Context: an optimization exercise on an open-source flow, tuned for small area, a short achievable clock period and few clock cycles per item. The choices shown serve that exercise and are no tape-out recipe.
In this exercise RTL edits were held to simulation tests only and were not proved equivalent to the original.
No activity file was given, so power comes from the tool's default toggle rates.

===== flow/constraint.sdc =====
create_clock -name core_clock -period 8.0 [get_ports {cpuClk}]
set_input_delay 1.6000 -clock core_clock [delete_from_list [all_inputs] [get_ports {cpuClk}]]
set_output_delay 1.6000 -clock core_clock [all_outputs]
set_load 0.01 [all_outputs]

===== flow/run.sh =====
#!/bin/bash
# synth_recipe.tcl (not shown) runs the flow's synth.tcl, then flattens the netlist and writes it again
# the make line also repeats each setting of config.mk as NAME=value (left out here)
make -C /OpenROAD-flow-scripts/flow DESIGN_CONFIG=/design/flow/config.mk WORK_HOME=/design/flow/orfs CLKGATE_MAP_FILE= SYNTH_SCRIPT=/design/flow/synth_recipe.tcl finish

===== flow/config.mk =====
export PLATFORM = sky130hd
export DESIGN_NAME = rv32Core
export DESIGN_NICKNAME = rv32Core
export VERILOG_FILES = /design/flow/design.v
export SDC_FILE = /design/flow/constraint.sdc
export NUM_CORES = 4
export LEC_CHECK = 0
export CAP_MARGIN = 20
export CORE_MARGIN = 2
export CORE_UTILIZATION = 40
export CTS_CLUSTER_DIAMETER = 60
export CTS_CLUSTER_SIZE = 20
export PLACE_DENSITY = 0.6
export SETUP_SLACK_MARGIN = 5
export SLEW_MARGIN = 20
export TNS_END_PERCENT = 0

===== flow/design.v =====
package rvIsaPkg;
    localparam int xlen     = 32;
    localparam int regAddrW = 5;
    localparam logic [6:0] opOp     = 7'b0110011;
    localparam logic [6:0] opOpImm  = 7'b0010011;
    localparam logic [6:0] opLui    = 7'b0110111;
    localparam logic [6:0] opBranch = 7'b1100011;
    localparam logic [2:0] f3AddSub = 3'b000;
    localparam logic [2:0] f3Slt    = 3'b010;
    localparam logic [2:0] f3Xor    = 3'b100;
    localparam logic [2:0] f3Or     = 3'b110;
    localparam logic [2:0] f3And    = 3'b111;
    localparam logic [2:0] f3Beq    = 3'b000;
    localparam logic [2:0] f3Bne    = 3'b001;
    localparam logic [6:0] f7Base = 7'b0000000;
    localparam logic [6:0] f7Sub  = 7'b0100000;
    typedef union packed {
        struct packed {
            logic [6:0] funct7;
            logic [4:0] rs2;
            logic [4:0] rs1;
            logic [2:0] funct3;
            logic [4:0] rd;
            logic [6:0] opcode;
        } r;
        struct packed {
            logic [11:0] imm12;
            logic [4:0]  rs1;
            logic [2:0]  funct3;
            logic [4:0]  rd;
            logic [6:0]  opcode;
        } i;
        struct packed {
            logic [19:0] imm20;
            logic [4:0]  rd;
            logic [6:0]  opcode;
        } u;
        struct packed {
            logic       imm12;
            logic [5:0] imm10to5;
            logic [4:0] rs2;
            logic [4:0] rs1;
            logic [2:0] funct3;
            logic [3:0] imm4to1;
            logic       imm11;
            logic [6:0] opcode;
        } b;
    } rvInstr;
endpackage
package coreCfgPkg;
    localparam int aluFuncW = 3;
    localparam logic [aluFuncW-1:0] aluAdd   = 3'd0;
    localparam logic [aluFuncW-1:0] aluSub   = 3'd1;
    localparam logic [aluFuncW-1:0] aluAnd   = 3'd2;
    localparam logic [aluFuncW-1:0] aluOr    = 3'd3;
    localparam logic [aluFuncW-1:0] aluXor   = 3'd4;
    localparam logic [aluFuncW-1:0] aluSlt   = 3'd5;
    localparam logic [aluFuncW-1:0] aluPassB = 3'd6;
    localparam logic fwdReg = 1'b0;
    localparam logic fwdWb  = 1'b1;
    localparam logic [31:0] resetPc = 32'h0000_0000;
endpackage
`timescale 1ns/1ps
module registerFile (
    input  logic        cpuClk,
    input  logic        rstN,
    input  logic [4:0]  rs,
    input  logic        rdEn,
    input  logic [31:0] orIn,
    input  logic [4:0]  wrAddr,
    input  logic        wrEn,
    input  logic [31:0] wrData,
    output logic [31:0] rdData
);
    logic [31:0] regs  [1:31];
    logic [31:1] valid;
    logic [31:1] wSel;
    logic [31:1] sel;
    always_comb begin
        for (int k = 1; k < 32; k++) begin
            wSel[k] = wrEn && (wrAddr == 5'(k));
            sel[k]  = rdEn && valid[k] && (rs == 5'(k));
        end
    end
    always_ff @(posedge cpuClk or negedge rstN) begin
        if (!rstN) valid <= '0;
        else       valid <= valid | wSel;
    end
    always_ff @(posedge cpuClk) begin
        for (int k = 1; k < 32; k++)
            if (wSel[k]) regs[k] <= wrData;
    end
    always_comb begin
        rdData = orIn;
        for (int k = 1; k < 32; k++)
            rdData = rdData | ({32{sel[k]}} & regs[k]);
    end
endmodule
`timescale 1ns/1ps
module rv32Core (
    input  logic        cpuClk,
    input  logic        rstN,
    output logic        wbCyc,
    output logic        wbStb,
    output logic [31:0] wbAdr,
    input  logic [31:0] wbDatI,
    input  logic        wbAck,
    output logic        retireValid,
    output logic [31:0] retirePc,
    output logic [4:0]  retireRd,
    output logic [31:0] retireData
);
    logic        reqOn;
    logic [31:1] adr;
    logic        discard;
    logic        taken;
    logic        redir;
    logic [31:1] target;
    logic [31:1] redirPc;
    logic [31:1] archPc;
    logic [31:1] pcNextW;
    logic        vR1, vR2, vE;
    logic [4:0]  rdE;
    logic [31:0] res;
    logic         capture;
    logic         predIn;
    logic [7:1]   offIn;
    logic [8:1]   lowSum;
    logic [31:8]  adrDec;
    logic [31:1]  targetIn;
    assign wbCyc = reqOn;
    assign wbStb = reqOn;
    assign wbAdr = {adr, 1'b0};
    assign capture  = reqOn && wbAck && !discard && !redir;
    assign predIn   = (wbDatI[6:0] == 7'b1100011) && (wbDatI[14:13] == 2'b00) &&
                      wbDatI[31] && wbDatI[7] && (wbDatI[30:28] == 3'b111);
    assign offIn    = {wbDatI[27:25], wbDatI[11:8]};
    assign lowSum   = {1'b0, adr[7:1]} + {1'b0, offIn};
    assign adrDec   = adr[31:8] - 24'd1;
    assign targetIn = {lowSum[8] ? adr[31:8] : adrDec, lowSum[7:1]};
    logic        useTgt;
    logic [31:1] adrOther;
    assign useTgt   = reqOn && wbAck && !discard && !redir && predIn;
    assign adrOther = !(reqOn && wbAck) ? adr :
                      redir             ? redirPc :
                      discard           ? (retireValid ? pcNextW : archPc) : adr + 31'd2;
    always_ff @(posedge cpuClk or negedge rstN) begin
        if (!rstN) begin
            reqOn   <= 1'b0;
            adr     <= '0;
            discard <= 1'b0;
        end else begin
            reqOn <= 1'b1;
            adr   <= useTgt ? targetIn : adrOther;
            if (reqOn && wbAck)      discard <= 1'b0;
            else if (reqOn && redir) discard <= 1'b1;
        end
    end
    logic [31:0] ir;
    always_ff @(posedge cpuClk) begin
        if (wbAck) ir <= wbDatI;
    end
    always_ff @(posedge cpuClk or negedge rstN) begin
        if (!rstN) begin
            vR1 <= 1'b0;
            vR2 <= 1'b0;
        end else begin
            vR1 <= capture;
            vR2 <= vR1 && !redir;
        end
    end
    logic [6:0] opc;
    logic [2:0] f3;
    logic [6:0] f7;
    logic       isOp, isImm, isLui, isBr, opOrImm, f7Ok, isSub;
    logic       dAdd, dSlt, dXor, dOr, dAnd, dWr;
    logic [31:0] immD;
    logic [31:0] opA, opB;
    assign opc = ir[6:0];
    assign f3  = ir[14:12];
    assign f7  = ir[31:25];
    assign isOp    = (opc == 7'b0110011);
    assign isImm   = (opc == 7'b0010011);
    assign isLui   = (opc == 7'b0110111);
    assign isBr    = (opc == 7'b1100011) && (f3[2:1] == 2'b00);
    assign isSub   = isOp && (f7 == 7'b0100000) && (f3 == 3'b000);
    assign f7Ok    = isImm || (f7 == 7'b0000000) || isSub;
    assign opOrImm = (isOp || isImm) && f7Ok;
    assign dAdd = isLui || (opOrImm && f3 == 3'b000);
    assign dSlt = opOrImm && f3 == 3'b010;
    assign dXor = opOrImm && f3 == 3'b100;
    assign dOr  = opOrImm && f3 == 3'b110;
    assign dAnd = opOrImm && f3 == 3'b111;
    assign dWr  = dAdd || dSlt || dXor || dOr || dAnd;
    assign immD = isLui ? {ir[31:12], 12'b0} : {{20{ir[31]}}, ir[31:20]};
    logic [31:0] rdPort;
    logic [4:0]  portAddr;
    logic [4:0]  rdNow;
    logic        useImm, immR2, fixAR2, fixBR2;
    assign useImm = isImm || isLui;
    assign rdNow  = vE ? rdE : retireRd;
    always_ff @(posedge cpuClk) begin
        portAddr <= vR1 ? ir[24:20] : wbDatI[19:15];
        immR2    <= vR1 && useImm;
        fixAR2   <= vR1 && (rdNow != 5'd0) && (rdNow == ir[19:15]);
        fixBR2   <= vR1 && !useImm && (rdNow != 5'd0) && (rdNow == ir[24:20]);
    end
    registerFile i_registerFile (
        .cpuClk(cpuClk), .rstN(rstN),
        .rs(portAddr),
        .rdEn(!(immR2 || fixBR2)),
        .orIn(({32{immR2}} & immD) | ({32{fixBR2}} & retireData)),
        .wrAddr(retireRd), .wrEn(retireValid), .wrData(retireData),
        .rdData(rdPort)
    );
    logic        cin, sAdd, sSlt, sXor, sOr, sAnd, brE, bneE;
    logic [12:1] immE;
    logic        predE;
    always_ff @(posedge cpuClk or negedge rstN) begin
        if (!rstN) vE <= 1'b0;
        else       vE <= vR2 && !redir;
    end
    always_ff @(posedge cpuClk) begin
        if (vR2) immE <= {ir[31], ir[7], ir[30:25], ir[11:8]};
    end
    always_ff @(posedge cpuClk) begin
        opA  <= vR2 ? (isLui ? 32'd0 : (fixAR2 ? retireData : opA)) : rdPort;
        opB  <= rdPort ^ {32{isSub || dSlt}};
        cin  <= isSub || dSlt;
        sAdd <= dAdd;
        sSlt <= dSlt;
        sXor <= dXor;
        sOr  <= dOr;
        sAnd <= dAnd;
        brE  <= isBr;
        bneE <= f3[0];
        rdE  <= dWr ? ir[11:7] : 5'd0;
    end
    logic [31:0] sum;
    logic [32:0] sumC;
    logic        slt;
    assign sumC = {opA, 1'b1} + {opB, cin};
    assign sum  = sumC[32:1];
    assign slt  = (opA[31] == opB[31]) ? opA[31] : sum[31];
    assign res  = ({32{sAdd}} & sum) | ({32{sXor}} & (opA ^ opB)) |
                  ({32{sOr}} & (opA | opB)) | ({32{sAnd}} & (opA & opB)) |
                  {31'd0, sSlt & slt};
    assign taken   = vE && brE && ((opA == opB) != bneE);
    assign target  = archPc + {{19{immE[12]}}, immE};
    assign predE   = &immE[12:8];
    assign redir   = vE && brE && (taken != predE);
    assign redirPc = predE ? archPc + 31'd2 : target;
    logic takenW;
    assign pcNextW  = takenW ? target : archPc + 31'd2;
    assign retirePc = {archPc, 1'b0};
    always_ff @(posedge cpuClk or negedge rstN) begin
        if (!rstN) begin
            archPc      <= '0;
            takenW      <= 1'b0;
            retireValid <= 1'b0;
            retireRd    <= 5'd0;
        end else begin
            retireValid <= vE;
            takenW      <= taken;
            if (retireValid) archPc <= pcNextW;
            if (vE) retireRd <= rdE;
        end
    end
    always_ff @(posedge cpuClk) begin
        if (vE) retireData <= res;
    end
endmodule

==> impl_metrics.py, run 1 <==
metrics = {
    "status": {
        "status": "timing/DRC/antenna clean",
    },
    "cts": {
        "cts_buffers": 97,
        "cts_buffer_depth": 3,
        "cts_tree": "done",
        "cts_root_buffer": "clkbuf_16",
        "clk_pin_slew_ns": 0.08,
        "h-tree-depth": 3,
        "cts_hold_buf": 0,
        "clock_latency_ns": 0.74,
        "clock_sinks": 1258,
    },
    "critical_path": {
        "critical_path_class": "reg2reg",
        "cp_slowest_stage_delay_ns": 0.36,
        "cp-end-kind": "flop",
        "cp_max_fo": 31,
        "path_cells": "buf_6, nor2_2, buf_4, and3_2, buf_12, a22o_1, a221oi_1, nand4_1, nor3_4, o2111ai_4, a22o_1",
        "cp.arrival_ns": 3.79,
        "cpMostUsedCell": "a22o_1",
        "crit_required_ns": 8.49,
        "start_kind": "flop",
        "slowest_stage": "nor3_4",
    },
    "grt": {
        "grt_pass1_wl_um": 282000,
        "grt_usage": 0.294,
        "grt_pass1_vias": 35983,
        "gr-total-overflow": 0,
        "grt_max_degree": 69,
        "antenna_found_initial": 14,
    },
    "placed_design": {
        "dpl.cell_count": 5634,
        "dpl.hpwl_um": 111000,
        "dpl_cell_area_um2": 57300,
        "pre_cts_ws_ns": 2.87,
        "place.gp.congestion": 0.900,
        "portBuffers": 136,
    },
    "timing": {
        "fin_worst_skew_ns": 0.0354,
        "min_period_ns": 3.30,
        "worst_slack_ns": 4.70,
        "finalMaxSlewViolations": 0,
        "holdWs_ns": 0.473,
        "clock.fmax_mhz": 303,
        "setup_viol": 0,
        "tightest_slew_ns": 1.12,
        "final.setup.tns_ns": 0,
        "fin_crit_sh": 0.412,
        "grt_setup_unrepaired": "true",
        "slew_headroom": 0.250,
        "hold_violations": 0,
    },
    "logic_synthesis": {
        "yosysWarnings": 3,
        "yosys.area.top_type": "edfxtp_1",
        "ys_seq_area_frac": 0.688,
        "synth_top_area_share": 0.619,
        "post_synth_num_cell_types": 97,
        "synth_area_leaders": "edfxtp_1, dfrtp_1, a22oi_1, ha_1, dfxtp_1",
        "ys.flop_type": "edfxtp_1",
        "synth.cell_area_um2": 53300,
        "synthArstFlopShare": 0.0835,
        "syn_avg_cell_area_um2": 13.9,
        "ys_ff_latch": 1258,
        "synth_edf_count": 1100,
        "synthCells": 3838,
    },
    "finish": {
        "finalNonFillerCells": 6041,
        "drive_gt1_frac": 0.217,
        "nets": 4345,
        "area_growth_pct": 21.6,
        "final_cell_area_um2": 64900,
        "fin_util": 0.492,
    },
    "drt": {
        "via_per_inst": 6.47,
        "drt-wirelength-per-cell_um": 34.0,
        "detail_route.drc_violations": 0,
        "drtAntennaViolNets": 0,
        "wl_um": 205000,
        "first_iter_violations": 6513,
        "vias": 39080,
        "dr.pass1.iters": 8,
    },
    "floorplan": {
        "rows": 133,
        "core_area_um2": 132000,
        "start_util": 0.404,
        "dieArea_um2": 136000,
        "ioPinCount": 139,
        "die_w_um": 369,
        "die_y_um": 369,
    },
    "min_path": {
        "hold_path.class": "reg2reg",
    },
    "pwr": {
        "finalPower_mw": 14.0,
        "vdd_drop_max_mv": 0.157,
        "p_leak_nw": 22.6,
        "powerDensity_nw_per_um2": 216,
    },
    "flow_run": {
        "cap_violations": 0,
    },
}
power by group:
part | total [mW] | switching [mW] | internal, mW
combinational | 1.24 | 0.712 | 0.523
sequential | 7.32 | 0.112 | 7.20
clock | 5.44 | 2.57 | 2.87
final timing paths:
check / end / cells after the start / start / slack [ns]
max: opA[21] / 11 / portAddr[3] / 4.70
min: immE[1] / 0 / ir[8] / 0.47
max in group asynchronous: archPc[19] / 2 / rstN / 5.65
min reg2reg: immE[1] / 0 / ir[8] / 0.47
max reg2reg: opA[21] / 11 / portAddr[3] / 4.70
min in group asynchronous: discard / 1 / rstN / 0.99
layout by cell type (no fill, tap or decap), drive strengths merged, types with 28 or more instances in the layout:
cell         netlist  routed
clkinv             1      28
nor3              51      51
o21ai            157     157
or2               36      36
a21o              37      37
nand3            112     112
nand2            189     189
xor2              74      74
dlygate4sd2        0      72
buf               40     365
nor2             179     179
inv              114     132
dfrtp            105     105
clkbuf           193     112
nand4             90      90
ha               105     105
a21oi            164     164
and3              57      57
a22o             115     115
dfxtp             53      53
xnor2             71      71
edfxtp          1100    1100
a22oi            304     304
a221oi            97      97
layout make-up:
cell class / instances / area, µm²
clock buffers: 112 / 2570
repair buffers: 498 / 5060
multi-input cells: 2232 / 16800
fillers: 11189 / 67100
well taps: 1755 / 2200
diodes: 2 / 5.00
clock inverters: 69 / 953
inverters: 115 / 432
flip-flops and latches: 1258 / 36800
cell families after synthesis:
kind of cell | after synthesis | share of synthesized area
fa+ha+maj | 108 | 0.0258
simple gates | 850 | 0.0811
flops | 1258 | 0.688
xor+xnor | 145 | 0.0238
compound gates | 1100 | 0.149
buf+inv | 349 | 0.0266
other cells | 2 | 0.000141
mux | 26 | 0.00509
cell usage after synthesis (71+ instances only):
library cell  instances
edfxtp_1           1100
a22oi_1             304
xor2_1               74
nand3_1             111
nor2_1              178
a22o_1              114
clkbuf_1            189
inv_1               114
dfrtp_1             105
a21oi_1             163
a221oi_1             97
o21ai_0             145
nand2_1             187
ha_1                105
nand4_1              90
xnor2_1              71
what timing repair did:
item	CTS	global route
setup endpoints to repair	258	246
cloned	21	0
pin swaps	57	39
resized for setup	595	84
hold endpoints to repair	0	0
buffers inserted	182	21
sequential cells by signal (all words and copies together) (netlist names), 5 cells and up:
name	cells
opB	32
retireData	32
portAddr	5
ir	32
archPc	31
retireRd	5
rdE	5
opA	32
adr	31
i_registerFile.valid	31
i_registerFile.regs	992
immE	12
critical path, delay by kind of cell, from the launching register on:
kind                   cells  cell delay, ns
buffers and inverters      3            0.67
DFF                        1            0.33
AOI/OAI and AO/OA          4            1.08
and+or+nand+nor            4            0.97
routing by layer:
metal | GRT usage | wire length (µm) | vias to the layer above
met1 | 0.404 | 77100 | 19770
met2 | 0.438 | 89100 | 2863
met3 | 0.0899 | 30400 | 510
li1 | - | - | 15927
met4 | 0.107 | 8790 | 10
met5 | 0 | 69 | -
Testbench counts, summed over its fixed seeds: cycles 149,752, instructions 72,000.
==> run 2: changes to the inputs <==
--- a/flow/config.mk
+++ b/flow/config.mk
@@ -10,2 +10,3 @@
 export CORE_UTILIZATION = 40
+export CTS_BUF_LIST = sky130_fd_sc_hd__clkbuf_8
 export CTS_CLUSTER_DIAMETER = 60
==> impl_metrics.py, run 2 <==
metrics = {
    "status": {
        "status": "timing/DRC/antenna clean",
    },
    "grt": {
        "grt_pass1_wl_um": 283000,
        "gr-total-overflow": 0,
        "grt_pass1_vias": 35775,
        "met1_usage": 0.408,
        "grt_max_degree": 69,
        "antenna_found_initial": 14,
        "met3_usage": 0.0897,
        "grt_usage": 0.295,
        "use_met2": 0.437,
        "top_usage_layer": "met2",
    },
    "drt": {
        "first_iter_violations": 6704,
        "wl_um": 207000,
        "via_per_inst": 6.47,
        "dr.pass1.iters": 6,
        "detail_route.drc_violations": 0,
        "drt-wirelength-per-cell_um": 34.1,
        "vias": 39231,
        "drtAntennaViolNets": 0,
    },
    "logic_synthesis": {
        "synth_area_leaders": "edfxtp_1, dfrtp_1, a22oi_1, ha_1, dfxtp_1",
        "syn_avg_cell_area_um2": 13.9,
        "synth.most_common_cell": "edfxtp_1",
        "yosysWarnings": 3,
        "synth_top_area_share": 0.619,
        "synthArstFlopShare": 0.0835,
        "synth_commonest_cells": "edfxtp_1, a22oi_1, clkbuf_1",
        "yosys.area.top_type": "edfxtp_1",
        "ys_ff_latch": 1258,
        "synthCells": 3838,
        "post_synth_num_cell_types": 97,
        "ys.flop_type": "edfxtp_1",
        "synth_edf_count": 1100,
        "ys_seq_area_frac": 0.688,
        "synth.cell_area_um2": 53300,
    },
    "timing": {
        "slew_headroom": 0.258,
        "finalMaxSlewViolations": 0,
        "clock.fmax_mhz": 302,
        "grt_setup_unrepaired": "true",
        "fin_crit_sh": 0.414,
        "fin_worst_skew_ns": 0.0532,
        "min_period_ns": 3.31,
        "tightest_slew_ns": 1.11,
        "final.setup.tns_ns": 0,
        "setup_viol": 0,
        "hold_violations": 0,
        "holdWs_ns": 0.466,
    },
    "finish": {
        "final_common_cell": "edfxtp_1",
        "final_cell_mix": "edfxtp_1, a22oi_1, buf_4",
        "area_growth_pct": 20.1,
        "nets": 4370,
        "drive_gt1_frac": 0.223,
        "fin_util": 0.485,
        "regMostFlops": "i_registerFile.regs",
        "largest_reg_flops": 992,
        "finalNonFillerCells": 6068,
    },
    "floorplan": {
        "rows": 133,
        "ioPinCount": 139,
        "die_y_um": 369,
        "dieArea_um2": 136000,
        "core_area_um2": 132000,
        "start_util": 0.404,
        "die_w_um": 369,
    },
    "cts": {
        "cts_buffer_depth": 3,
        "clock_sinks": 1258,
        "clk_pin_slew_ns": 0.10,
        "cts_buffers": 97,
        "cts_root_buffer": "clkbuf_8",
        "cts_tree": "done",
        "h-tree-depth": 3,
        "clock_latency_ns": 0.85,
    },
    "flow_run": {
        "cap_violations": 0,
    },
    "placed_design": {
        "dpl.hpwl_um": 111000,
        "place.gp.congestion": 0.900,
        "portBuffers": 136,
        "dpl.cell_count": 5634,
    },
    "critical_path": {
        "critical_path_class": "reg2reg",
        "start_kind": "flop",
        "cp-end-kind": "flop",
        "cp.arrival_ns": 3.99,
        "r2r_start": "opA[18]",
        "cp-startpoint": "opA[18]",
        "crit_required_ns": 8.68,
        "cp_max_fo": 10,
    },
    "min_path": {
        "hp-start": "ir[8]",
        "hold_path.class": "reg2reg",
    },
    "pwr": {
        "finalPower_mw": 12.8,
        "vdd_drop_max_mv": 0.121,
        "p_leak_nw": 22.4,
        "powerDensity_nw_per_um2": 199,
    },
}
[run 2: final cells by class]
| type | instances | area (µm²) |
|---|---|---|
| inverters | 115 | 432 |
| multi-input cells | 2233 | 16900 |
| fillers | 11309 | 67900 |
| flip-flops and latches | 1258 | 36800 |
| clock inverters | 81 | 1000 |
| repair buffers | 522 | 5360 |
| well taps | 1755 | 2200 |
| diodes | 4 | 10.0 |
| clock buffers | 100 | 1380 |
[run 2: cells by family (layout without fill, tap and decap cells)]
family,after synthesis,count (layout),synth area share
AOI/OAI and AO/OA,1100,1100,0.149
adders and majority gates,108,108,0.0258
DFF,1258,1258,0.688
and+or+nand+nor,850,851,0.0811
xor gates and xnor gates,145,145,0.0238
other,2,7,0.000141
muxes,26,26,0.00509
buffers and inverters,349,818,0.0266
[run 2: per-stage QoR]
| step | setup slack (ns) | instance area (µm²) |
|---|---|---|
| after detailed placement | 2.87 | 57300 |
| after floorplan | 4.63 | 53400 |
| after global routing | 4.62 | 64100 |
| final | 4.69 | 64100 |
| after CTS | 4.73 | 62800 |
| after global placement | 2.88 | 57300 |
[run 2: worst paths after layout]
kind                               to  slack, ns  cells past startpoint
max                           adr[21]       4.69                     15
min                           immE[1]       0.47                      0
max reg2reg                   adr[21]       4.69                     15
min reg2reg                   immE[1]       0.47                      0
max in group asynchronous  archPc[19]       5.72                      2
min in group asynchronous       reqOn       0.88                      1
[run 2: what timing repair did]
| item | in CTS | in global routing |
|---|---|---|
| buffers inserted | 167 | 53 |
| resized for setup | 531 | 158 |
| setup endpoints to repair | 258 | 254 |
| cloned | 27 | 2 |
| pin swaps | 25 | 69 |
| hold buffers | 0 | 0 |
[run 2: critical path: stages (launching register included)]
cell	delay (ns)
edfxtp_1	0.43
inv_2	0.10
ha_4	0.23
nor4_2	0.28
and4_4	0.31
a21oi_4	0.10
or3_4	0.41
a311oi_4	0.36
buf_4	0.17
buf_4	0.12
nand2_4	0.06
nand2_8	0.13
buf_12	0.13
nor2_1	0.04
o21ai_0	0.19
a21oi_1	0.08
[run 2: routing by layer]
| metal | routed length, µm | vias up |
|---|---|---|
| met5 | 45 | - |
| met4 | 8860 | 6 |
| met3 | 29900 | 480 |
| met2 | 89500 | 2840 |
| met1 | 78600 | 19986 |
| li1 | - | 15919 |
[run 2: power breakdown]
part | total (mW) | switching (mW) | internal (mW)
Sequential | 7.31 | 0.106 | 7.20
Combinational | 1.27 | 0.728 | 0.538
Clock | 4.19 | 2.39 | 1.80
==> run 3: changes to the inputs <==
--- a/flow/config.mk
+++ b/flow/config.mk
@@ -10,5 +10,4 @@
 export CORE_UTILIZATION = 40
-export CTS_BUF_LIST = sky130_fd_sc_hd__clkbuf_8
-export CTS_CLUSTER_DIAMETER = 60
-export CTS_CLUSTER_SIZE = 20
+export CTS_CLUSTER_DIAMETER = 70
+export CTS_CLUSTER_SIZE = 30
 export PLACE_DENSITY = 0.6
==> impl_metrics.py, run 3 <==
metrics = {
    "pwr": {
        "finalPower_mw": 13.5,
        "powerDensity_nw_per_um2": 208,
        "p_leak_nw": 22.7,
        "vdd_drop_max_mv": 0.202,
    },
    "grt": {
        "grt_pass1_vias": 35781,
        "grt_max_degree": 69,
        "antenna_found_initial": 13,
        "grt_usage": 0.293,
        "grt_pass1_wl_um": 282000,
        "gr-total-overflow": 0,
    },
    "cts": {
        "cts_hold_buf": 0,
        "cts_tree": "done",
        "clock_sinks": 1258,
        "cts_root_buffer": "clkbuf_16",
        "h-tree-depth": 3,
        "clock_latency_ns": 0.75,
        "cts_buffer_depth": 3,
        "clk_pin_slew_ns": 0.08,
        "cts_buffers": 83,
    },
    "critical_path": {
        "path_cells": "inv_2, ha_4, nor4_2, and4_4, a21oi_4, or3_4, a311oi_4, buf_12, nand2_8, buf_4, o21a_1, o21ai_0, a21oi_2",
        "start_kind": "flop",
        "slowest_stage": "or3_4",
        "path_buf_inv": 3,
        "cp-end-kind": "flop",
        "crit_required_ns": 8.59,
        "critical_path_class": "reg2reg",
        "cp_max_fo": 9,
        "critPathTopFamily": "simple AND/OR/NAND/NOR gates",
        "cp.arrival_ns": 3.85,
        "cp_slowest_stage_delay_ns": 0.44,
    },
    "timing": {
        "clock.fmax_mhz": 306,
        "worst_slack_ns": 4.73,
        "fin_crit_sh": 0.408,
        "hold_violations": 0,
        "tightest_slew_ns": 1.08,
        "finalMaxSlewViolations": 0,
        "min_period_ns": 3.27,
        "fin_worst_skew_ns": 0.0711,
        "setup_viol": 0,
        "holdWs_ns": 0.468,
        "grt_setup_unrepaired": "true",
        "slew_headroom": 0.277,
        "final.setup.tns_ns": 0,
    },
    "drt": {
        "via_per_inst": 6.51,
        "dr.pass1.iters": 6,
        "first_iter_violations": 6489,
        "drt-wirelength-per-cell_um": 34.1,
        "detail_route.drc_violations": 0,
        "vias": 39254,
        "wl_um": 206000,
        "drtAntennaViolNets": 0,
    },
    "finish": {
        "multi_input_area_um2": 17100,
        "area_growth_pct": 22.0,
        "final_common_cell": "edfxtp_1",
        "regMostFlops": "i_registerFile.regs",
        "fin_util": 0.493,
        "seqCellArea_um2": 36800,
        "largest_reg_flops": 992,
        "drive_gt1_frac": 0.225,
        "final_cell_area_um2": 65100,
        "final_cell_mix": "edfxtp_1, a22oi_1, buf_4",
        "nets": 4352,
        "finalNonFillerCells": 6034,
        "fillers": 11123,
    },
    "logic_synthesis": {
        "post_synth_num_cell_types": 97,
        "synthArstFlopShare": 0.0835,
        "yosysWarnings": 3,
        "yosys.area_share.simple": 0.0811,
        "synth_top_area_share": 0.619,
        "synth_commonest_cells": "edfxtp_1, a22oi_1, clkbuf_1",
        "synth_top_family_by_area": "compound AO/OA/AOI/OAI gates",
        "synth_area_leaders": "edfxtp_1, dfrtp_1, a22oi_1, ha_1, dfxtp_1",
        "ys_seq_area_frac": 0.688,
        "synth_mux_area_frac": 0.00509,
        "synth_edf_count": 1100,
        "ys_ff_latch": 1258,
        "yosys.area.top_type": "edfxtp_1",
        "synth.cell_area_um2": 53300,
        "ys.flop_type": "edfxtp_1",
        "syn_avg_cell_area_um2": 13.9,
        "synthCells": 3838,
        "synthAdderAreaFrac": 0.0258,
        "synth-xor-area-share": 0.0238,
        "synth.most_common_cell": "edfxtp_1",
        "synth_compound_area_frac": 0.149,
    },
    "placed_design": {
        "portBuffers": 136,
        "place.gp.congestion": 0.900,
        "dpl.cell_count": 5634,
        "dpl.hpwl_um": 111000,
        "dpl_cell_area_um2": 57300,
        "pre_cts_ws_ns": 2.87,
    },
    "floorplan": {
        "rows": 133,
        "die_y_um": 369,
        "dieArea_um2": 136000,
        "ioPinCount": 139,
        "die_w_um": 369,
        "start_util": 0.404,
        "core_area_um2": 132000,
    },
    "flow_run": {
        "cap_violations": 0,
    },
    "min_path": {
        "hold_path.class": "reg2reg",
    },
    "status": {
        "status": "timing/DRC/antenna clean",
    },
}
run 3: cell counts after synthesis:
No cell type changed its count.
run 3: worst reg2reg max path, cell delays in order, from the launching register on:
cell and delay (ns):
edfxtp_1 0.42, inv_2 0.09, ha_4 0.23, nor4_2 0.29, and4_4 0.32, a21oi_4 0.11
or3_4 0.44, a311oi_4 0.33, buf_12 0.18, nand2_8 0.08, buf_4 0.19, o21a_1 0.18
o21ai_0 0.23, a21oi_2 0.06
run 3: what timing repair did:
item / 4_1_cts / 5_1_grt
gates cloned: 23 / 1
setup buffers: 172 / 49
setup endpoints to repair: 257 / 248
pin swaps: 48 / 74
resized for setup: 535 / 183
run 3: path summary, 6_finish.rpt:
| kind | startpoint | slack, ns | depth (start not counted) | endpoint |
|---|---|---|---|---|
| max | opA[18] | 4.73 | 13 | adr[30] |
| min | ir[8] | 0.47 | 0 | immE[1] |
| max reg2reg | opA[18] | 4.73 | 13 | adr[30] |
| min reg2reg | ir[8] | 0.47 | 0 | immE[1] |
| max in group asynchronous | rstN | 5.62 | 2 | archPc[15] |
| min in group asynchronous | rstN | 0.99 | 1 | discard |
run 3: final cells by class:
class	instances	share of cell area
flip-flops and latches	1258	0.566
clock buffers	87	0.0330
well taps	1755	0.0338
diodes	2	0.0000769
inverters	115	0.00664
clock inverters	66	0.0153
repair buffers	518	0.0823
multi-input cells	2233	0.263
run 3: cells by family after synthesis:
kind of cell	Yosys count
buffers and inverters	349
AND/OR/NAND/NOR	850
adder cells (fa/ha/maj)	108
other	2
multiplexers	26
XOR/XNOR	145
flip-flops	1258
AO/OA/AOI/OAI	1100
run 3: report_power, final:
group	switching [mW]	total (mW)	leakage, nW	internal [mW]
clock network	2.71	4.95	1.50	2.24
registers	0.107	7.31	11.7	7.20
logic	0.733	1.29	9.45	0.553
total	3.55	13.5	22.7	9.99
run 3: layer usage:
layer | part of all wire | wire length (µm) | global-route usage | vias up
li1 | - | - | - | 15918
met1 | 0.38 | 77600 | 0.404 | 19877
met2 | 0.44 | 89500 | 0.441 | 2933
met3 | 0.14 | 29100 | 0.0844 | 516
met4 | 0.045 | 9340 | 0.103 | 10
met5 | 0.0011 | 230 | 0 | -
==> run 4: changes to the inputs <==
--- a/flow/config.mk
+++ b/flow/config.mk
@@ -10,3 +10,3 @@
 export CORE_UTILIZATION = 40
-export CTS_CLUSTER_DIAMETER = 70
+export CTS_CLUSTER_DIAMETER = 100
 export CTS_CLUSTER_SIZE = 30
==> impl_metrics.py, run 4 <==
metrics = {
    "finish": {
        "drive_gt1_frac": 0.200,
        "nets": 4316,
        "final_cell_mix": "edfxtp_1, a22oi_1, buf_4",
        "area_growth_pct": 18.5,
        "final_cell_area_um2": 63200,
        "fillers": 11348,
        "largest_reg_flops": 992,
        "final_common_cell": "edfxtp_1",
        "regMostFlops": "i_registerFile.regs",
    },
    "logic_synthesis": {
        "ys_seq_area_frac": 0.688,
        "synth_edf_count": 1100,
        "synthArstFlopShare": 0.0835,
        "synthCells": 3838,
        "synth.cell_area_um2": 53300,
        "post_synth_num_cell_types": 97,
        "yosys.area.top_type": "edfxtp_1",
        "synth_commonest_cells": "edfxtp_1, a22oi_1, clkbuf_1",
        "syn_avg_cell_area_um2": 13.9,
        "synth.most_common_cell": "edfxtp_1",
        "yosysWarnings": 3,
        "synth_top_area_share": 0.619,
        "ys.flop_type": "edfxtp_1",
        "synth_area_leaders": "edfxtp_1, dfrtp_1, a22oi_1, ha_1, dfxtp_1",
        "ys_ff_latch": 1258,
    },
    "status": {
        "status": "timing/DRC/antenna clean",
    },
    "timing": {
        "finalMaxSlewViolations": 0,
        "fin_worst_skew_ns": 0.0697,
        "final.setup.tns_ns": 0,
        "hold_violations": 0,
        "clock.fmax_mhz": 304,
        "fin_crit_sh": 0.411,
        "grt_setup_unrepaired": "true",
        "tightest_slew_ns": 1.15,
        "setup_viol": 0,
        "min_period_ns": 3.29,
        "slew_headroom": 0.233,
    },
    "floorplan": {
        "ioPinCount": 139,
        "start_util": 0.404,
        "dieArea_um2": 136000,
        "core_area_um2": 132000,
        "die_w_um": 369,
        "die_y_um": 369,
        "rows": 133,
    },
    "grt": {
        "grt_pass1_wl_um": 279000,
        "grt_max_degree": 69,
        "grt_usage": 0.290,
        "gr-total-overflow": 0,
        "antenna_found_initial": 13,
        "grt_pass1_vias": 35443,
    },
    "drt": {
        "vias": 38825,
        "wl_um": 204000,
        "dr.pass1.iters": 8,
        "drtAntennaViolNets": 0,
        "detail_route.drc_violations": 0,
        "drt-wirelength-per-cell_um": 34.3,
        "via_per_inst": 6.52,
        "first_iter_violations": 6528,
    },
    "critical_path": {
        "critical_path_class": "reg2reg",
        "start_kind": "flop",
        "cp.arrival_ns": 3.79,
        "crit_required_ns": 8.51,
        "r2r_slack_ns": 4.71,
        "cp-end-kind": "flop",
        "cp_max_fo": 19,
    },
    "min_path": {
        "hold_path.class": "reg2reg",
    },
    "cts": {
        "cts_tree": "done",
        "clk_pin_slew_ns": 0.12,
        "clock_sinks": 1258,
        "cts_buffers": 53,
        "cts_root_buffer": "clkbuf_16",
        "clock_latency_ns": 0.74,
        "h-tree-depth": 2,
        "cts_buffer_depth": 3,
    },
    "placed_design": {
        "dpl.hpwl_um": 111000,
        "dpl_cell_area_um2": 57300,
        "place.gp.congestion": 0.900,
        "portBuffers": 136,
    },
    "pwr": {
        "vdd_drop_max_mv": 0.183,
        "powerDensity_nw_per_um2": 191,
        "finalPower_mw": 12.1,
        "p_leak_nw": 21.9,
    },
    "flow_run": {
        "cap_violations": 0,
    },
}
[run 4: cell counts after synthesis]
Identical to the previous run, type by type.
[run 4: cell families (layout without fill, tap and decap cells)]
group | Yosys count | after routing | synth area share
XOR/XNOR | 145 | 145 | 0.0238
multiplexers | 26 | 26 | 0.00509
flip-flops | 1258 | 1258 | 0.688
buffers and inverters | 349 | 706 | 0.0266
AO/OA/AOI/OAI | 1100 | 1100 | 0.149
AND/OR/NAND/NOR | 850 | 852 | 0.0811
other | 2 | 4 | 0.000141
adder cells (fa/ha/maj) | 108 | 108 | 0.0258
[run 4: critical path, stage by stage (launching register included)]
cell and delay, ns:
edfxtp_1 0.41, nor2b_1 0.18, nand3_1 0.11, or2_1 0.22, buf_4 0.21, and2_2 0.39, a21oi_2 0.27, o21ai_0 0.28
nor4_2 0.45, nand2_2 0.22, a22o_1 0.28
[run 4: path summary, 6_finish.rpt]
check,startpoint,cells after the start,end
min in group asynchronous,rstN,1,adr[3]
setup reg to reg,ir[6],10,opA[30]
max in group asynchronous,rstN,2,archPc[25]
hold / removal,ir[9],0,immE[2]
hold reg to reg,ir[9],0,immE[2]
setup / recovery,ir[6],10,opA[30]
[run 4: cell type report]
type / instances / area [µm²] / share of cell area
diodes: 1 / 2.50 / 0.0000396
flip-flops and latches: 1258 / 36800 / 0.582
repair buffers: 511 / 5270 / 0.0834
multi-input cells: 2234 / 16800 / 0.266
well taps: 1755 / 2200 / 0.0347
clock inverters: 17 / 303 / 0.00479
inverters: 115 / 432 / 0.00683
clock buffers: 63 / 1360 / 0.0216
[run 4: per-layer routing]
layer,wire length [µm],share of wire,GRT usage
met1,77100,0.38,0.403
met4,9130,0.045,0.102
met2,88500,0.43,0.435
met3,29600,0.14,0.0820
met5,46,0.00023,0
[run 4: timing repair]
item	in CTS	in global routing
gates resized for setup	514	134
setup endpoints to repair	257	255
hold buffers	0	0
setup buffers	171	42
pin swaps	38	62
cloned	21	5
[run 4: report_power, final]
part | total [mW] | internal, mW | switching [mW]
Combinational | 1.27 | 0.540 | 0.731
Sequential | 7.30 | 7.20 | 0.100
Clock | 3.51 | 1.33 | 2.19
[run 4: metrics by stage]
stage | hold slack (ns) | std cells | setup WS, ns | util
CTS | 0.449 | 5906 | 4.78 | 0.471
finish | 0.443 | 5954 | 4.71 | 0.479
floorplan | 0.417 | 3839 | 4.63 | -
global placement | 0.442 | 5634 | 2.88 | 0.434
global route | 0.456 | 5953 | 4.66 | 0.479
detailed placement | 0.444 | 5634 | 2.87 | 0.434
==> run 5: changes to the inputs <==
--- a/flow/config.mk
+++ b/flow/config.mk
@@ -9,6 +9,6 @@
 export CORE_MARGIN = 2
-export CORE_UTILIZATION = 40
+export CORE_UTILIZATION = 50
 export CTS_CLUSTER_DIAMETER = 100
 export CTS_CLUSTER_SIZE = 30
-export PLACE_DENSITY = 0.6
+export PLACE_DENSITY = 0.65
 export SETUP_SLACK_MARGIN = 5
==> impl_metrics.py, run 5 <==
metrics = {
    "timing": {
        "hold_violations": 0,
        "fin_worst_skew_ns": 0.0335,
        "slew_headroom": 0.248,
        "holdWs_ns": 0.451,
        "setup_viol": 0,
        "finalMaxSlewViolations": 0,
        "clock.fmax_mhz": 300,
        "final.setup.tns_ns": 0,
        "tightest_slew_ns": 1.13,
        "fin_crit_sh": 0.417,
        "worst_slack_ns": 4.67,
        "min_period_ns": 3.33,
        "grt_setup_unrepaired": "true",
    },
    "critical_path": {
        "cp_slowest_stage_delay_ns": 0.48,
        "r2r_start": "fixBR2",
        "cpMostUsedCell": "a22o_1",
        "reg2reg_depth": 11,
        "critical_path_class": "reg2reg",
        "slowest_stage": "nor3_4",
        "path_cells": "buf_12, nor2_1, nand2_1, nor2_2, and3_2, a22o_1, a221oi_1, nand4_1, nor3_4, o2111ai_2, a22o_1",
        "cp-end-kind": "flop",
        "start_kind": "flop",
        "cp.arrival_ns": 3.80,
        "crit_required_ns": 8.47,
        "r2r_end": "opA[16]",
        "critPathTopFamily": "simple AND/OR/NAND/NOR gates",
        "r2r_slack_ns": 4.67,
        "cp_max_fo": 11,
        "path_buf_inv": 1,
    },
    "cts": {
        "h-tree-depth": 2,
        "clk_pin_slew_ns": 0.12,
        "clock_sinks": 1258,
        "cts_buffers": 50,
        "cts_buffer_depth": 3,
        "cts_root_buffer": "clkbuf_16",
        "cts_tree": "done",
        "clock_latency_ns": 0.72,
    },
    "logic_synthesis": {
        "synthCells": 3838,
        "synth_top_family_by_area": "compound AO/OA/AOI/OAI gates",
        "yosysWarnings": 3,
        "synth-xor-area-share": 0.0238,
        "ys_ff_latch": 1258,
        "ys_seq_area_frac": 0.688,
        "synth.most_common_cell": "edfxtp_1",
        "synth_mux_area_frac": 0.00509,
        "syn_avg_cell_area_um2": 13.9,
        "synth_commonest_cells": "edfxtp_1, a22oi_1, clkbuf_1",
        "yosys.area.top_type": "edfxtp_1",
        "yosys.area_share.simple": 0.0811,
        "post_synth_num_cell_types": 97,
        "synthAdderAreaFrac": 0.0258,
        "synth.cell_area_um2": 53300,
        "synth_top_area_share": 0.619,
        "synth_edf_count": 1100,
        "ys.flop_type": "edfxtp_1",
        "synth_area_leaders": "edfxtp_1, dfrtp_1, a22oi_1, ha_1, dfxtp_1",
        "synthArstFlopShare": 0.0835,
        "synth_compound_area_frac": 0.149,
    },
    "finish": {
        "drive_gt1_frac": 0.177,
        "final_common_cell": "edfxtp_1",
        "nets": 4226,
        "final_cell_mix": "edfxtp_1, a22oi_1, buf_4",
        "largest_reg_flops": 992,
        "fin_util": 0.583,
        "finalNonFillerCells": 5517,
        "area_growth_pct": 15.3,
        "final_cell_area_um2": 61500,
        "regMostFlops": "i_registerFile.regs",
    },
    "drt": {
        "via_per_inst": 7.00,
        "first_iter_violations": 7085,
        "drtAntennaViolNets": 0,
        "dr.pass1.iters": 8,
        "detail_route.drc_violations": 0,
        "wl_um": 197000,
        "vias": 38595,
        "drt-wirelength-per-cell_um": 35.7,
    },
    "placed_design": {
        "dpl_cell_area_um2": 56800,
        "pre_cts_ws_ns": 2.75,
        "place.gp.congestion": 0.921,
        "dpl.cell_count": 5265,
        "portBuffers": 136,
        "dpl.hpwl_um": 111000,
    },
    "pwr": {
        "finalPower_mw": 11.8,
        "powerDensity_nw_per_um2": 192,
        "vdd_drop_max_mv": 0.182,
        "p_leak_nw": 21.1,
    },
    "floorplan": {
        "dieArea_um2": 109000,
        "die_y_um": 331,
        "die_w_um": 331,
        "rows": 119,
        "core_area_um2": 106000,
        "start_util": 0.505,
        "ioPinCount": 139,
    },
    "grt": {
        "grt_pass1_wl_um": 272000,
        "grt_usage": 0.356,
        "grt_pass1_vias": 35306,
        "grt_max_degree": 68,
        "gr-total-overflow": 0,
        "antenna_found_initial": 6,
    },
    "min_path": {
        "hold_end": "immE[1]",
        "hold_path.class": "reg2reg",
        "hp-start": "ir[8]",
        "hold-path-cell-count": 0,
    },
    "flow_run": {
        "cap_violations": 0,
    },
    "status": {
        "status": "timing/DRC/antenna clean",
    },
}
[run 5: cell counts after synthesis]
Identical to the previous run, type by type.
[run 5: how the worst max path moves through the flow]
| stage | startpoint | to | slack (ns) | cells past startpoint |
|---|---|---|---|---|
| after global placement | wbDatI[1] | adr[13] | 2.83 | 10 |
| after detailed placement | wbDatI[1] | adr[13] | 2.75 | 10 |
| after global routing | opA[19] | adr[30] | 4.60 | 13 |
| final | fixBR2 | opA[16] | 4.67 | 11 |
| after floorplan | wbDatI[4] | adr[29] | 4.63 | 9 |
| after CTS | archPc[1] | retirePc[1] | 4.68 | 1 |
[run 5: cell families after synthesis]
kind of cell,count (synthesis)
adder cells (fa/ha/maj),108
multiplexers,26
buffers and inverters,349
AO/OA/AOI/OAI,1100
flip-flops,1258
XOR/XNOR,145
other,2
AND/OR/NAND/NOR,850
[run 5: area by class of cell]
type                            instances  area, µm²
Tap cell                             1391       1740
Sequential cell                      1258      36800
Clock inverter                         12        143
Clock buffer                           81       1370
Multi-Input combinational cell       2232      16700
Timing Repair Buffer                  426       4320
Antenna cell                            2       5.00
Fill cell                            8259      44100
Inverter                              115        432
[run 5: repair_timing]
action,CTS,global route
setup endpoints to repair,350,276
gates resized for setup,343,152
hold buffers,0,0
gates cloned,11,1
pin swaps,25,41
buffers inserted,119,26
[run 5: worst reg2reg max path: stages, from the launching register on]
cell,delay (ns)
dfxtp_4,0.42
buf_12,0.13
nor2_1,0.05
nand2_1,0.16
nor2_2,0.12
and3_2,0.43
a22o_1,0.33
a221oi_1,0.29
nand4_1,0.20
nor3_4,0.48
o2111ai_2,0.22
a22o_1,0.27
[run 5: report_power, final]
| group | internal (mW) | leakage [nW] | switching (mW) | total [mW] |
|---|---|---|---|---|
| sequential | 7.20 | 11.7 | 0.152 | 7.36 |
| clock | 1.23 | 0.725 | 2.07 | 3.30 |
| combinational | 0.491 | 8.64 | 0.689 | 1.18 |
| total | 8.93 | 21.1 | 2.91 | 11.8 |
[run 5: metal layers]
| layer | GRT usage | routed length [µm] |
|---|---|---|
| met1 | 0.503 | 73500 |
| met2 | 0.515 | 84100 |
| met3 | 0.118 | 30800 |
| met4 | 0.128 | 8500 |
| met5 | 0 | 41 |
==> run 6: changes to the inputs <==
--- a/flow/config.mk
+++ b/flow/config.mk
@@ -9,6 +9,6 @@
 export CORE_MARGIN = 2
-export CORE_UTILIZATION = 50
+export CORE_UTILIZATION = 55
 export CTS_CLUSTER_DIAMETER = 100
 export CTS_CLUSTER_SIZE = 30
-export PLACE_DENSITY = 0.65
+export PLACE_DENSITY = 0.68
 export SETUP_SLACK_MARGIN = 5
==> impl_metrics.py, run 6 <==
metrics = {
    "pwr": {
        "pwr-share-seq": 0.614,
        "p_comb_frac": 0.101,
        "p_int_mw": 9.05,
        "vdd_drop_max_mv": 0.192,
        "p_clk_frac": 0.285,
        "powerDensity_nw_per_um2": 193,
        "p_sw_mw": 2.92,
        "sw_frac_of_total": 0.244,
        "p_leak_nw": 21.3,
    },
    "floorplan": {
        "die_y_um": 315,
        "start_util": 0.553,
        "core_area_um2": 96400,
        "dieArea_um2": 99500,
        "rows": 114,
        "die_w_um": 315,
        "ioPinCount": 139,
    },
    "logic_synthesis": {
        "ys_ff_latch": 1258,
        "synth_area_leaders": "edfxtp_1, dfrtp_1, a22oi_1, ha_1, dfxtp_1",
        "synth_commonest_cells": "edfxtp_1, a22oi_1, clkbuf_1",
        "post_synth_num_cell_types": 97,
        "synth.cell_area_um2": 53300,
        "syn_avg_cell_area_um2": 13.9,
        "synth.most_common_cell": "edfxtp_1",
        "yosys.area_share.simple": 0.0811,
        "synthCells": 3838,
        "synth-xor-area-share": 0.0238,
        "yosys.area.top_type": "edfxtp_1",
        "synth_top_area_share": 0.619,
        "synth_mux_area_frac": 0.00509,
        "synth_compound_area_frac": 0.149,
        "yosysWarnings": 3,
        "synthAdderAreaFrac": 0.0258,
        "synth_top_family_by_area": "compound AO/OA/AOI/OAI gates",
        "synth_edf_count": 1100,
        "ys.flop_type": "edfxtp_1",
        "ys_seq_area_frac": 0.688,
        "synthArstFlopShare": 0.0835,
    },
    "timing": {
        "tightest_slew_ns": 1.13,
        "grt_setup_unrepaired": "true",
        "final.setup.tns_ns": 0,
        "finalMaxSlewViolations": 0,
        "setup_viol": 0,
        "fin_worst_skew_ns": 0.0405,
        "fin_crit_sh": 0.418,
        "hold_violations": 0,
        "clock.fmax_mhz": 299,
        "min_period_ns": 3.35,
        "slew_headroom": 0.248,
    },
    "cts": {
        "cts_hold_buf": 0,
        "cts_root_buffer": "clkbuf_16",
        "clk_pin_slew_ns": 0.12,
        "h-tree-depth": 2,
        "clock_sinks": 1258,
        "cts_buffer_depth": 3,
        "cts_buffers": 51,
        "clock_latency_ns": 0.73,
        "cts_tree": "done",
    },
    "critical_path": {
        "slowest_stage": "edfxtp_1",
        "cp.arrival_ns": 3.89,
        "cp-end-kind": "flop",
        "crit_required_ns": 8.55,
        "path_buf_inv": 1,
        "r2r_start": "opA[0]",
        "start_kind": "flop",
        "cp_max_fo": 4,
        "cp-startpoint": "opA[0]",
        "cp_slowest_stage_delay_ns": 0.47,
        "critPathTopFamily": "compound AO/OA/AOI/OAI gates",
        "cpMostUsedCell": "a21o_1",
        "critical_path_class": "reg2reg",
        "path_cells": "fa_2, a21o_1, a21o_1, a21o_1, a21oi_4, o22ai_1, o211ai_1, buf_4, o21ai_1, a221oi_2, a31oi_2, o21ai_1",
    },
    "grt": {
        "grt_usage": 0.393,
        "grt_pass1_vias": 35896,
        "grt_max_degree": 69,
        "antenna_found_initial": 9,
        "gr-total-overflow": 0,
        "grt_pass1_wl_um": 273000,
    },
    "finish": {
        "area_growth_pct": 16.1,
        "regMostFlops": "i_registerFile.regs",
        "nets": 4246,
        "largest_reg_flops": 992,
        "drive_gt1_frac": 0.179,
        "final_cell_mix": "edfxtp_1, a22oi_1, buf_4",
        "final_common_cell": "edfxtp_1",
        "fin_util": 0.642,
        "finalNonFillerCells": 5419,
    },
    "min_path": {
        "hp-start": "ir[8]",
        "hold_path.class": "reg2reg",
    },
    "drt": {
        "first_iter_violations": 7181,
        "detail_route.drc_violations": 0,
        "vias": 38983,
        "dr.pass1.iters": 8,
        "via_per_inst": 7.19,
        "drt-wirelength-per-cell_um": 36.5,
        "drtAntennaViolNets": 0,
        "wl_um": 198000,
    },
    "flow_run": {
        "cap_violations": 0,
    },
    "placed_design": {
        "portBuffers": 136,
        "dpl.cell_count": 5148,
        "place.gp.congestion": 0.950,
        "dpl.hpwl_um": 108000,
    },
    "status": {
        "status": "timing/DRC/antenna clean",
    },
}
## run 6: cell count changes in the layout (fill, tap and decap cells not counted), moves of 6 or more
cell            change
dlygate4sd2_1      +11
ha_4                +7
o21ai_1             +7
clkbuf_1           -11
bufbuf_16          +11
buf_6               +6
dlymetal6s2s_1     -10
## run 6: timing repair
action / CTS / global route
pin swaps: 38 / 45
setup endpoints to repair: 473 / 299
cloned: 22 / 0
endpoints found under the hold margin: 0 / 0
gates resized for setup: 413 / 107
setup buffers: 135 / 20
## run 6: final timing paths
path	end	depth (start not counted)	slack [ns]
worst max-delay path	retireData[0]	12	4.65
worst min-delay path	immE[1]	0	0.46
worst max register to register	retireData[0]	12	4.65
worst min register to register	immE[1]	0	0.46
max in group asynchronous	archPc[4]	2	5.64
min in group asynchronous	archPc[27]	1	0.90
## run 6: cell families after synthesis
| kind of cell | after synthesis |
|---|---|
| flip-flops | 1258 |
| other | 2 |
| AO/OA/AOI/OAI | 1100 |
| XOR/XNOR | 145 |
| multiplexers | 26 |
| AND/OR/NAND/NOR | 850 |
| buffers and inverters | 349 |
| adder cells (fa/ha/maj) | 108 |
## run 6: worst register-to-register path, delay by kind of cell, from the launching register on
kind,cells,cell delay [ns]
AO/OA/AOI/OAI,10,2.13
buffers and inverters,1,0.16
adder cells (fa/ha/maj),1,0.44
flip-flops,1,0.47
## run 6: final cells by class
cell class              instances  area [µm²]
diodes                          6        15.0
fillers                      7062       34500
multi-input cells            2232       16700
well taps                    1276        1600
clock buffers                  73        1390
clock inverters                14         246
inverters                     115         432
flip-flops and latches       1258       36800
repair buffers                445        4740
## run 6: metrics by stage
| stage | worst slack, ns | instance area (µm²) | hold slack, ns | power, mW |
|---|---|---|---|---|
| after CTS | 4.72 | 61300 | 0.456 | 11.9 |
| after global routing | 4.60 | 61900 | 0.471 | 12.2 |
| after global placement | 2.95 | 56600 | 0.430 | 8.41 |
| final | 4.65 | 61900 | 0.460 | 12.0 |
| after detailed placement | 2.86 | 56600 | 0.429 | 8.43 |
| after floorplan | 4.63 | 53400 | 0.417 | 8.01 |
## run 6: power groups by stage
stage                     registers (mW)  clock network, mW  logic (mW)
final                               7.35               3.42        1.20
after global routing                7.36               3.60        1.27
after CTS                           7.34               3.40        1.13
after detailed placement            7.54                  0       0.889
after global placement              7.54                  0       0.876
after floorplan                     7.49                  0       0.519
## run 6: metal layers
metal	track usage	wire, µm
met1	0.548	70200
met2	0.556	82000
met3	0.145	34900
met4	0.170	10800
met5	0.00142	74
==> run 7: changes to the inputs <==
--- a/flow/design.v
+++ b/flow/design.v
@@ -197,11 +197,10 @@
     logic [4:0]  portAddr;
-    logic [4:0]  rdNow;
-    logic        useImm, immR2, fixAR2, fixBR2;
+    logic        useImm, fixA1, immR2, fixAR2, fixBR2;
     assign useImm = isImm || isLui;
-    assign rdNow  = vE ? rdE : retireRd;
     always_ff @(posedge cpuClk) begin
         portAddr <= vR1 ? ir[24:20] : wbDatI[19:15];
+        fixA1    <= capture && vE && (rdE != 5'd0) && (rdE == wbDatI[19:15]);
         immR2    <= vR1 && useImm;
-        fixAR2   <= vR1 && (rdNow != 5'd0) && (rdNow == ir[19:15]);
-        fixBR2   <= vR1 && !useImm && (rdNow != 5'd0) && (rdNow == ir[24:20]);
+        fixAR2   <= vR1 && vE && (rdE != 5'd0) && (rdE == ir[19:15]);
+        fixBR2   <= vR1 && !useImm && vE && (rdE != 5'd0) && (rdE == ir[24:20]);
     end
@@ -210,4 +209,4 @@
         .rs(portAddr),
-        .rdEn(!(immR2 || fixBR2)),
-        .orIn(({32{immR2}} & immD) | ({32{fixBR2}} & retireData)),
+        .rdEn(!(immR2 || fixBR2 || fixA1)),
+        .orIn(({32{immR2}} & immD) | ({32{fixBR2 || fixA1}} & retireData)),
         .wrAddr(retireRd), .wrEn(retireValid), .wrData(retireData),
@@ -260,3 +259,2 @@
             retireValid <= 1'b0;
-            retireRd    <= 5'd0;
         end else begin
@@ -265,7 +263,7 @@
             if (retireValid) archPc <= pcNextW;
-            if (vE) retireRd <= rdE;
-        end
-    end
-    always_ff @(posedge cpuClk) begin
-        if (vE) retireData <= res;
+        end
+    end
+    always_ff @(posedge cpuClk) begin
+        retireRd   <= rdE;
+        retireData <= res;
     end
--- a/flow/config.mk
+++ b/flow/config.mk
@@ -9,6 +9,6 @@
 export CORE_MARGIN = 2
-export CORE_UTILIZATION = 55
+export CORE_UTILIZATION = 40
 export CTS_CLUSTER_DIAMETER = 100
 export CTS_CLUSTER_SIZE = 30
-export PLACE_DENSITY = 0.68
+export PLACE_DENSITY = 0.6
 export SETUP_SLACK_MARGIN = 5
==> impl_metrics.py, run 7 <==
metrics = {
    "status": {
        "status": "timing/DRC/antenna clean",
    },
    "floorplan": {
        "ioPinCount": 139,
        "die_w_um": 367,
        "dieArea_um2": 135000,
        "core_area_um2": 131000,
        "rows": 133,
        "start_util": 0.402,
        "die_y_um": 367,
    },
    "finish": {
        "regMostFlops": "i_registerFile.regs",
        "final_common_cell": "edfxtp_1",
        "final_cell_mix": "edfxtp_1, a22oi_1, nand2_1",
        "area_growth_pct": 14.5,
        "fin_util": 0.460,
        "drive_gt1_frac": 0.149,
        "largest_reg_flops": 992,
        "nets": 4086,
    },
    "placed_design": {
        "place.gp.congestion": 0.913,
        "portBuffers": 136,
        "pre_cts_ws_ns": 2.92,
        "dpl.hpwl_um": 108000,
    },
    "cts": {
        "cts_tree": "done",
        "clk_pin_slew_ns": 0.12,
        "cts_root_buffer": "clkbuf_16",
        "cts_hold_buf": 0,
        "h-tree-depth": 2,
        "cts_buffer_depth": 3,
        "clock_latency_ns": 0.72,
        "cts_buffers": 51,
        "clock_sinks": 1259,
    },
    "logic_synthesis": {
        "synth_commonest_cells": "edfxtp_1, a22oi_1, clkbuf_1",
        "yosysWarnings": 3,
        "synth-xor-area-share": 0.0266,
        "yosys.area.top_type": "edfxtp_1",
        "synth_area_leaders": "edfxtp_1, dfrtp_1, a22oi_1, dfxtp_1, ha_1",
        "ys_ff_latch": 1259,
        "synthArstFlopShare": 0.0794,
        "synthAdderAreaFrac": 0.0260,
        "ys.flop_type": "edfxtp_1",
        "syn_avg_cell_area_um2": 13.9,
        "synth_top_area_share": 0.608,
        "yosys.area_share.simple": 0.0788,
        "synth.cell_area_um2": 52800,
        "post_synth_num_cell_types": 87,
        "synth_edf_count": 1068,
        "synthCells": 3798,
        "synth.most_common_cell": "edfxtp_1",
        "synth_compound_area_frac": 0.149,
        "ys_seq_area_frac": 0.690,
        "synth_top_family_by_area": "compound AO/OA/AOI/OAI gates",
        "synth_mux_area_frac": 0.00384,
    },
    "critical_path": {
        "critical_path_class": "reg2reg",
        "cp_max_fo": 18,
        "slowest_stage": "and3_4",
        "cp.arrival_ns": 4.06,
        "path_cells": "or3_1, nor4_4, and3_4, buf_4, a22o_1, a221oi_1, nand4_1, nor3_4, o2111ai_4, a22o_1",
        "crit_required_ns": 8.58,
        "cpMostUsedCell": "a22o_1",
        "cp-end-kind": "flop",
        "start_kind": "flop",
        "cp_slowest_stage_delay_ns": 0.65,
    },
    "drt": {
        "drt-wirelength-per-cell_um": 33.5,
        "detail_route.drc_violations": 0,
        "vias": 36963,
        "dr.pass1.iters": 6,
        "first_iter_violations": 6379,
        "drtAntennaViolNets": 0,
        "wl_um": 192000,
        "via_per_inst": 6.45,
    },
    "timing": {
        "fin_worst_skew_ns": 0.0298,
        "setup_viol": 0,
        "holdWs_ns": 0.457,
        "tightest_slew_ns": 1.08,
        "min_period_ns": 3.48,
        "grt_setup_unrepaired": "true",
        "hold_violations": 0,
        "finalMaxSlewViolations": 0,
        "worst_slack_ns": 4.52,
        "fin_crit_sh": 0.435,
        "final.setup.tns_ns": 0,
        "clock.fmax_mhz": 287,
        "slew_headroom": 0.274,
    },
    "grt": {
        "grt_pass1_vias": 33657,
        "grt_pass1_wl_um": 264000,
        "grt_usage": 0.274,
        "gr-total-overflow": 0,
        "grt_max_degree": 61,
        "antenna_found_initial": 10,
    },
    "pwr": {
        "finalPower_mw": 11.7,
        "vdd_drop_max_mv": 0.162,
        "p_leak_nw": 20.0,
        "powerDensity_nw_per_um2": 194,
    },
    "flow_run": {
        "cap_violations": 0,
    },
    "min_path": {
        "hold_path.class": "reg2reg",
    },
}
## run 7: critical path: cells and delay by family, from the launching register on
kind / cells / cell delay, ns
buffers and inverters: 1 / 0.47
AOI/OAI and AO/OA: 4 / 0.58
DFF: 1 / 0.37
and+or+nand+nor: 5 / 1.90
## run 7: per-stage QoR
step | instances | cell area (µm²)
5_1_grt | 5729 | 60400
2_1_floorplan | 3799 | 52900
6_report | 5731 | 60500
3_3_place_gp | 5576 | 56700
3_5_place_dp | 5576 | 56700
4_1_cts | 5708 | 59800
## run 7: per-layer routing
metal | track usage | share of wire | wire length [µm]
met1 | 0.397 | 0.39 | 75100
met4 | 0.0771 | 0.034 | 6610
met2 | 0.416 | 0.44 | 84200
met3 | 0.0609 | 0.14 | 25900
met5 | 0 | 0.00019 | 37
## run 7: path summary, 6_finish.rpt
kind / cells past startpoint / endpoint / slack (ns) / from
setup / recovery: 10 / opA[22] / 4.52 / immR2
hold / removal: 0 / retireRd[0] / 0.46 / rdE[0]
setup reg to reg: 10 / opA[22] / 4.52 / immR2
hold reg to reg: 0 / retireRd[0] / 0.46 / rdE[0]
max in group asynchronous: 2 / archPc[9] / 5.76 / rstN
min in group asynchronous: 1 / adr[27] / 0.88 / rstN
## run 7: cells by family after synthesis
group                      count (synthesis)
and+or+nand+nor                          811
adders and majority gates                108
xor gates and xnor gates                 160
buffers and inverters                    355
DFF                                     1259
AOI/OAI and AO/OA                       1084
muxes                                     19
other                                      2
## run 7: final cells by class
type / count / area (µm²)
Clock inverter: 11 / 163
Multi-Input combinational cell: 2186 / 16400
Inverter: 115 / 432
Clock buffer: 73 / 1400
Antenna cell: 2 / 5.00
Fill cell: 11430 / 70800
Sequential cell: 1259 / 36500
Tap cell: 1755 / 2200
Timing Repair Buffer: 330 / 3340
## run 7: timing repair
action                                  CTS  global route
gates resized for setup                 274           107
pin swaps                                27            45
endpoints found under the setup margin  704           304
cloned                                    8             1
setup buffers                            40            19
## run 7: power breakdown
group	total [mW]	switching (mW)	internal [mW]
logic	1.01	0.561	0.450
clock network	3.38	2.10	1.28
registers	7.35	0.222	7.13
total	11.7	2.89	8.86
Testbench counts of run 7, summed over its fixed seeds: cycles 149,752, instructions 72,000.
==> run 8: changes to the inputs <==
--- a/flow/config.mk
+++ b/flow/config.mk
@@ -9,6 +9,6 @@
 export CORE_MARGIN = 2
-export CORE_UTILIZATION = 40
+export CORE_UTILIZATION = 50
 export CTS_CLUSTER_DIAMETER = 100
 export CTS_CLUSTER_SIZE = 30
-export PLACE_DENSITY = 0.6
+export PLACE_DENSITY = 0.65
 export SETUP_SLACK_MARGIN = 5
==> impl_metrics.py, run 8 <==
metrics = {
    "grt": {
        "grt_usage": 0.338,
        "gr-total-overflow": 0,
        "antenna_found_initial": 8,
        "grt_pass1_vias": 33586,
        "grt_max_degree": 53,
        "grt_pass1_wl_um": 258000,
    },
    "timing": {
        "tightest_slew_ns": 1.19,
        "finalMaxSlewViolations": 0,
        "fin_worst_skew_ns": 0.0396,
        "setup_viol": 0,
        "clock.fmax_mhz": 289,
        "fin_crit_sh": 0.433,
        "holdWs_ns": 0.446,
        "slew_headroom": 0.209,
        "min_period_ns": 3.47,
        "hold_violations": 0,
        "final.setup.tns_ns": 0,
        "grt_setup_unrepaired": "true",
    },
    "drt": {
        "via_per_inst": 6.85,
        "detail_route.drc_violations": 0,
        "wl_um": 186000,
        "drt-wirelength-per-cell_um": 34.4,
        "vias": 37070,
        "drtAntennaViolNets": 0,
        "first_iter_violations": 6349,
        "dr.pass1.iters": 8,
    },
    "floorplan": {
        "start_util": 0.503,
        "core_area_um2": 105000,
        "dieArea_um2": 108000,
        "die_y_um": 329,
        "rows": 119,
        "die_w_um": 329,
        "ioPinCount": 139,
    },
    "logic_synthesis": {
        "synthArstFlopShare": 0.0794,
        "ys_ff_latch": 1259,
        "synth_area_leaders": "edfxtp_1, dfrtp_1, a22oi_1, dfxtp_1, ha_1",
        "ys_seq_area_frac": 0.690,
        "ys.flop_type": "edfxtp_1",
        "synth_edf_count": 1068,
        "syn_avg_cell_area_um2": 13.9,
        "yosys.area.top_type": "edfxtp_1",
        "synthCells": 3798,
        "synth.most_common_cell": "edfxtp_1",
        "post_synth_num_cell_types": 87,
        "synth_top_area_share": 0.608,
        "synth.cell_area_um2": 52800,
        "yosysWarnings": 3,
        "synth_commonest_cells": "edfxtp_1, a22oi_1, clkbuf_1",
    },
    "cts": {
        "cts_root_buffer": "clkbuf_16",
        "clock_latency_ns": 0.72,
        "cts_tree": "done",
        "cts_hold_buf": 0,
        "cts_buffer_depth": 3,
        "clock_sinks": 1259,
        "cts_buffers": 50,
        "clk_pin_slew_ns": 0.12,
        "h-tree-depth": 2,
    },
    "critical_path": {
        "cp_slowest_stage_delay_ns": 0.67,
        "cp.arrival_ns": 4.03,
        "cp_max_fo": 23,
        "path_cells": "nor2_1, nand2_1, nor4_1, and3_2, buf_4, a22oi_1, nand4_1, nor3_4, o2111ai_4, a22o_1",
        "start_kind": "flop",
        "reg2reg_depth": 10,
        "slowest_stage": "nor4_1",
        "cp-end-kind": "flop",
        "critical_path_class": "reg2reg",
        "crit_required_ns": 8.56,
    },
    "finish": {
        "area_growth_pct": 14.5,
        "nets": 4117,
        "final_common_cell": "edfxtp_1",
        "finalNonFillerCells": 5413,
        "regMostFlops": "i_registerFile.regs",
        "largest_reg_flops": 992,
        "drive_gt1_frac": 0.162,
        "final_cell_mix": "edfxtp_1, a22oi_1, buf_4",
    },
    "pwr": {
        "powerDensity_nw_per_um2": 194,
        "p_leak_nw": 20.2,
        "finalPower_mw": 11.7,
        "vdd_drop_max_mv": 0.163,
    },
    "flow_run": {
        "cap_violations": 0,
    },
    "placed_design": {
        "dpl.hpwl_um": 104000,
        "place.gp.congestion": 0.918,
        "dpl.cell_count": 5204,
        "portBuffers": 136,
    },
    "min_path": {
        "hold-path-cell-count": 0,
        "hold_path.class": "reg2reg",
    },
    "status": {
        "status": "timing/DRC/antenna clean",
    },
}
-- run 8: cell count changes in the layout (fill, tap and decap cells not counted), sizes merged --
cell / change
diode: +4
clkdlybuf4s50: -14
clkdlybuf4s15: +1
and3: -1
buf: +30
clkinv: -1
clkbuf: +18
dlygate4sd2: +13
inv: -1
dlymetal6s2s: -3
-- run 8: path summary, 6_finish.rpt --
kind                          endpoint  start  slack [ns]
min reg2reg                retireValid     vE        0.45
max in group asynchronous      adr[10]   rstN        5.89
max                            opA[21]  immR2        4.53
min                        retireValid     vE        0.45
min in group asynchronous        reqOn   rstN        0.94
max reg2reg                    opA[21]  immR2        4.53
-- run 8: kinds of logic after synthesis --
family | Yosys count | synth area share
other cells | 2 | 0.000142
simple gates | 811 | 0.0788
xor+xnor | 160 | 0.0266
fa+ha+maj | 108 | 0.0260
buf+inv | 355 | 0.0259
mux | 19 | 0.00384
flops | 1259 | 0.690
compound gates | 1084 | 0.149
-- run 8: what timing repair did --
action                                  CTS  global route
pin swaps                                35            38
gates cloned                              9             1
endpoints found under the setup margin  722           332
gates resized for setup                 384            79
buffers inserted                         84            15
-- run 8: per-stage QoR --
step                       util  cell area, µm²  worst slack, ns
after detailed placement  0.535           56200             3.05
final                     0.576           60400             4.53
after global routing      0.576           60400             4.49
after global placement    0.535           56200             3.07
after floorplan               -           52900             4.40
after CTS                 0.571           60000             4.65
-- run 8: routing by layer --
metal,vias up,share of wire,global-route usage
met5,-,0.00013,0.00130
met1,18609,0.38,0.489
met2,2807,0.43,0.492
met3,366,0.15,0.0944
li1,15284,-,-
met4,4,0.036,0.116
-- run 8: cell type report --
class | count | area [µm²]
Antenna cell | 6 | 15.0
Clock buffer | 85 | 1410
Clock inverter | 9 | 131
Fill cell | 8276 | 44500
Inverter | 115 | 432
Multi-Input combinational cell | 2185 | 16500
Sequential cell | 1259 | 36500
Tap cell | 1391 | 1740
Timing Repair Buffer | 363 | 3670
-- run 8: worst max-delay path, delay by kind of cell (launching register included) --
kind                   cells  cell delay, ns
and+or+nand+nor            6            1.81
DFF                        1            0.38
buffers and inverters      1            0.52
AOI/OAI and AO/OA          3            0.55
-- run 8: power by group --
part / switching (mW) / total [mW] / internal, mW
combinational: 0.626 / 1.12 / 0.489
sequential: 0.154 / 7.28 / 7.13
clock: 2.08 / 3.34 / 1.26
total: 2.86 / 11.7 / 8.88

Setup slack of run 8, layout unchanged: 4.535 ns with ideal ports, 4.535 ns with driving cells assumed (clock clkbuf_16, inputs buf_2), 3.886 ns with port delays also shifted by the 0.774 ns mid clock arrival.
